Context: an optimization exercise on an open-source flow, tuned for small area, a short achievable clock period and few clock cycles. The choices shown serve that exercise and are no tape-out recipe. Function was checked by simulation only, so behaviour that the tests miss may differ from the original.

==> inputs of branch zinc <==
// muldiv_engine
module muldiv_engine #(
    parameter int MULT_CYCLES = 5,
    parameter int DIV_CYCLES  = 10
) (
    input  logic        clk,
    input  logic        reset,
    input  logic        start,
    input  logic [2:0]  op,
    input  logic [31:0] d1,
    input  logic [31:0] d2,
    input  logic        flush,
    output logic        busy,
    output logic [31:0] hi,
    output logic [31:0] lo
);
clock: 130.0 ns
lec_check: 0
abc_area: 1
cap_margin: 20
core_margin: 2
core_utilization: 40
slew_margin: 20
run.sh (not shown) runs the stock make flow with config.mk's settings and CLKGATE_MAP_FILE= SYNTH_SCRIPT=/design/flow/synth_recipe.tcl, a recipe that flattens the netlist after the stock synthesis.
==> branch pepper: changes against branch zinc <==
--- a/flow/design.v
+++ b/flow/design.v
@@ -45,16 +45,19 @@
     logic        mcorr;
     logic [49:0] mv;
     logic        m_last;
     assign m_last = (cnt_reg == 6'd1);
     assign macc   = {macc_s_reg, hi_reg};
     assign mx     = {sgn_reg & x_reg[31], x_reg[31:0]};
     assign mb     = {lo_reg[15:0], bprev_reg};
     assign mcorr  = ~sgn_reg & m_last & lo_reg[15];
+    logic        mshort;
+    assign mshort = (cnt_reg == 6'(32 / KM)) &
+                    ((lo_reg[31:15] == 17'd0) | (sgn_reg & (lo_reg[31:15] == 17'h1ffff)));
     wire bo0 = mb[1] ^ mb[0];
     wire bt0 = (mb[2] & ~mb[1] & ~mb[0]) | (~mb[2] & mb[1] & mb[0]);
     wire bn0 = mb[2];
     wire [33:0] pp0;
     assign pp0[0] = ((bo0 & mx[0]) | (bt0 & 1'b0)) ^ bn0;
     assign pp0[1] = ((bo0 & mx[1]) | (bt0 & mx[0])) ^ bn0;
     assign pp0[2] = ((bo0 & mx[2]) | (bt0 & mx[1])) ^ bn0;
     assign pp0[3] = ((bo0 & mx[3]) | (bt0 & mx[2])) ^ bn0;
@@ -990,21 +993,27 @@
                             state_reg <= S_DIV1;
                         end
                         OP_MTHI: hi_reg <= d1;
                         OP_MTLO: lo_reg <= d1;
                         default: ;
                     endcase
                 end
                 S_MUL: begin
-                    {macc_s_reg, hi_reg} <= mv[48:16];
-                    lo_reg    <= {mv[15:0], lo_reg[31:16]};
-                    bprev_reg <= lo_reg[15];
-                    cnt_reg <= cnt_reg - 6'd1;
-                    if (m_last) state_reg <= S_IDLE;
+                    if (mshort) begin
+                        hi_reg    <= {{14{mv[49]}}, mv[49:32]};
+                        lo_reg    <= mv[31:0];
+                        state_reg <= S_IDLE;
+                    end else begin
+                        {macc_s_reg, hi_reg} <= mv[48:16];
+                        lo_reg    <= {mv[15:0], lo_reg[31:16]};
+                        bprev_reg <= lo_reg[15];
+                        cnt_reg   <= cnt_reg - 6'd1;
+                        if (m_last) state_reg <= S_IDLE;
+                    end
                 end
                 S_DIV1: begin
                     negq_reg <= neg_a ^ neg_b;
                     negr_reg <= neg_a;
                     x_reg    <= d_div[KD];
                     if (sdiff[6]) begin
                         hi_reg    <= lo_reg;
                         lo_reg    <= '0;
Settings changed: CAP_MARGIN 20 to 50.
==> branch lagoon: changes against branch zinc <==
--- a/flow/design.v
+++ b/flow/design.v
@@ -45,16 +45,19 @@
     logic        mcorr;
     logic [49:0] mv;
     logic        m_last;
     assign m_last = (cnt_reg == 6'd1);
     assign macc   = {macc_s_reg, hi_reg};
     assign mx     = {sgn_reg & x_reg[31], x_reg[31:0]};
     assign mb     = {lo_reg[15:0], bprev_reg};
     assign mcorr  = ~sgn_reg & m_last & lo_reg[15];
+    logic        mshort;
+    assign mshort = (cnt_reg == 6'(32 / KM)) &
+                    ((lo_reg[31:15] == 17'd0) | (sgn_reg & (lo_reg[31:15] == 17'h1ffff)));
     wire bo0 = mb[1] ^ mb[0];
     wire bt0 = (mb[2] & ~mb[1] & ~mb[0]) | (~mb[2] & mb[1] & mb[0]);
     wire bn0 = mb[2];
     wire [33:0] pp0;
     assign pp0[0] = ((bo0 & mx[0]) | (bt0 & 1'b0)) ^ bn0;
     assign pp0[1] = ((bo0 & mx[1]) | (bt0 & mx[0])) ^ bn0;
     assign pp0[2] = ((bo0 & mx[2]) | (bt0 & mx[1])) ^ bn0;
     assign pp0[3] = ((bo0 & mx[3]) | (bt0 & mx[2])) ^ bn0;
@@ -990,21 +993,27 @@
                             state_reg <= S_DIV1;
                         end
                         OP_MTHI: hi_reg <= d1;
                         OP_MTLO: lo_reg <= d1;
                         default: ;
                     endcase
                 end
                 S_MUL: begin
-                    {macc_s_reg, hi_reg} <= mv[48:16];
-                    lo_reg    <= {mv[15:0], lo_reg[31:16]};
-                    bprev_reg <= lo_reg[15];
-                    cnt_reg <= cnt_reg - 6'd1;
-                    if (m_last) state_reg <= S_IDLE;
+                    if (mshort) begin
+                        hi_reg    <= {{14{mv[49]}}, mv[49:32]};
+                        lo_reg    <= mv[31:0];
+                        state_reg <= S_IDLE;
+                    end else begin
+                        {macc_s_reg, hi_reg} <= mv[48:16];
+                        lo_reg    <= {mv[15:0], lo_reg[31:16]};
+                        bprev_reg <= lo_reg[15];
+                        cnt_reg   <= cnt_reg - 6'd1;
+                        if (m_last) state_reg <= S_IDLE;
+                    end
                 end
                 S_DIV1: begin
                     negq_reg <= neg_a ^ neg_b;
                     negr_reg <= neg_a;
                     x_reg    <= d_div[KD];
                     if (sdiff[6]) begin
                         hi_reg    <= lo_reg;
                         lo_reg    <= '0;
==> run_results.csv <==
group,metric,value,unit
outcome,status,"timing/DRC/antenna clean",
die,initial_core_util,40.59,%
worst_setup_path,cp_max_fo,47,
worst_hold_path,whs_endpoint,"hi_reg[31]",
global_routing,use_met1,51.30,%
worst_setup_path,crit_cells,12,
layout,clockNetworkAreaShare,0.8032,%
layout,nMultiInputCombCells,3499,
-- figures above: branch lagoon

==> run_results.csv <==
group,metric,value,unit
outcome,status,"timing/DRC/antenna clean",
layout,clockNetworkAreaShare,0.8024,%
worst_setup_path,regToRegSetupSlack,101.75,ns
die,die_h,284.6,microns
logic_synthesis,ys_ff_latch,110,
die,initial_core_util,40.54,%
placement,placed_cells,5684,
worst_setup_path,critical_path.top_delay_family,"buffers and inverters",
worst_hold_path,whs_endpoint,"lo_reg[7]",
logic_synthesis,seq_area_frac_synth,8.356,%
worst_setup_path,r2r_end,"hi_reg[26]",
layout,num-clock-buffers,9,
worst_setup_path,critPathBufInv,6,
worst_setup_path,crit_cells,14,
-- figures above: branch zinc

==> run_results.csv <==
group,metric,value,unit
outcome,status,"timing/DRC/antenna clean",
global_routing,use_met1,51.81,%
die,initial_core_util,40.59,%
worst_hold_path,whs_endpoint,"hi_reg[31]",
worst_hold_path,holdPathStages,2,
layout,nMultiInputCombCells,3499,
layout,clockNetworkAreaShare,0.7976,%
worst_setup_path,cp_max_fo,47,
layout,multiInputGateArea,0.02500,sq mm
logic_synthesis,synth-edff-count,43,
-- figures above: branch pepper

Testbench counts of branch zinc, summed over its fixed seeds: cycles 9,939.
Testbench counts of branch pepper, summed over its fixed seeds: cycles 9,538.
Testbench counts of branch lagoon, summed over its fixed seeds: cycles 9,538.

==> afterwards: timing with drivers on the ports <==
The results above use ideal ports. As a check the final layouts listed here were re-extracted and re-timed, cells and wires unchanged.
Step 1: set_driving_cell puts a clkbuf_16 on clk and a buf_2 on each other input, an assumption about the parent block.
Step 2 times the ports against the registers' clock, not the clock port: input delays grow and output delays shrink by t, the midpoint of the rising clock arrivals with the driver on.
Slacks: no drivers / after step 1 / after step 2; pairs: no drivers / after step 1.
run	shift t [ns]	setup WS [ns]	worst setup path after step 2
branch zinc	0.465	100.964 / 100.999 / 100.534	input to register
branch pepper	0.473	100.688 / 100.665 / 100.192	input to register
branch lagoon	0.465	100.715 / 100.684 / 100.219	input to register
After both steps every run listed still meets setup and hold.
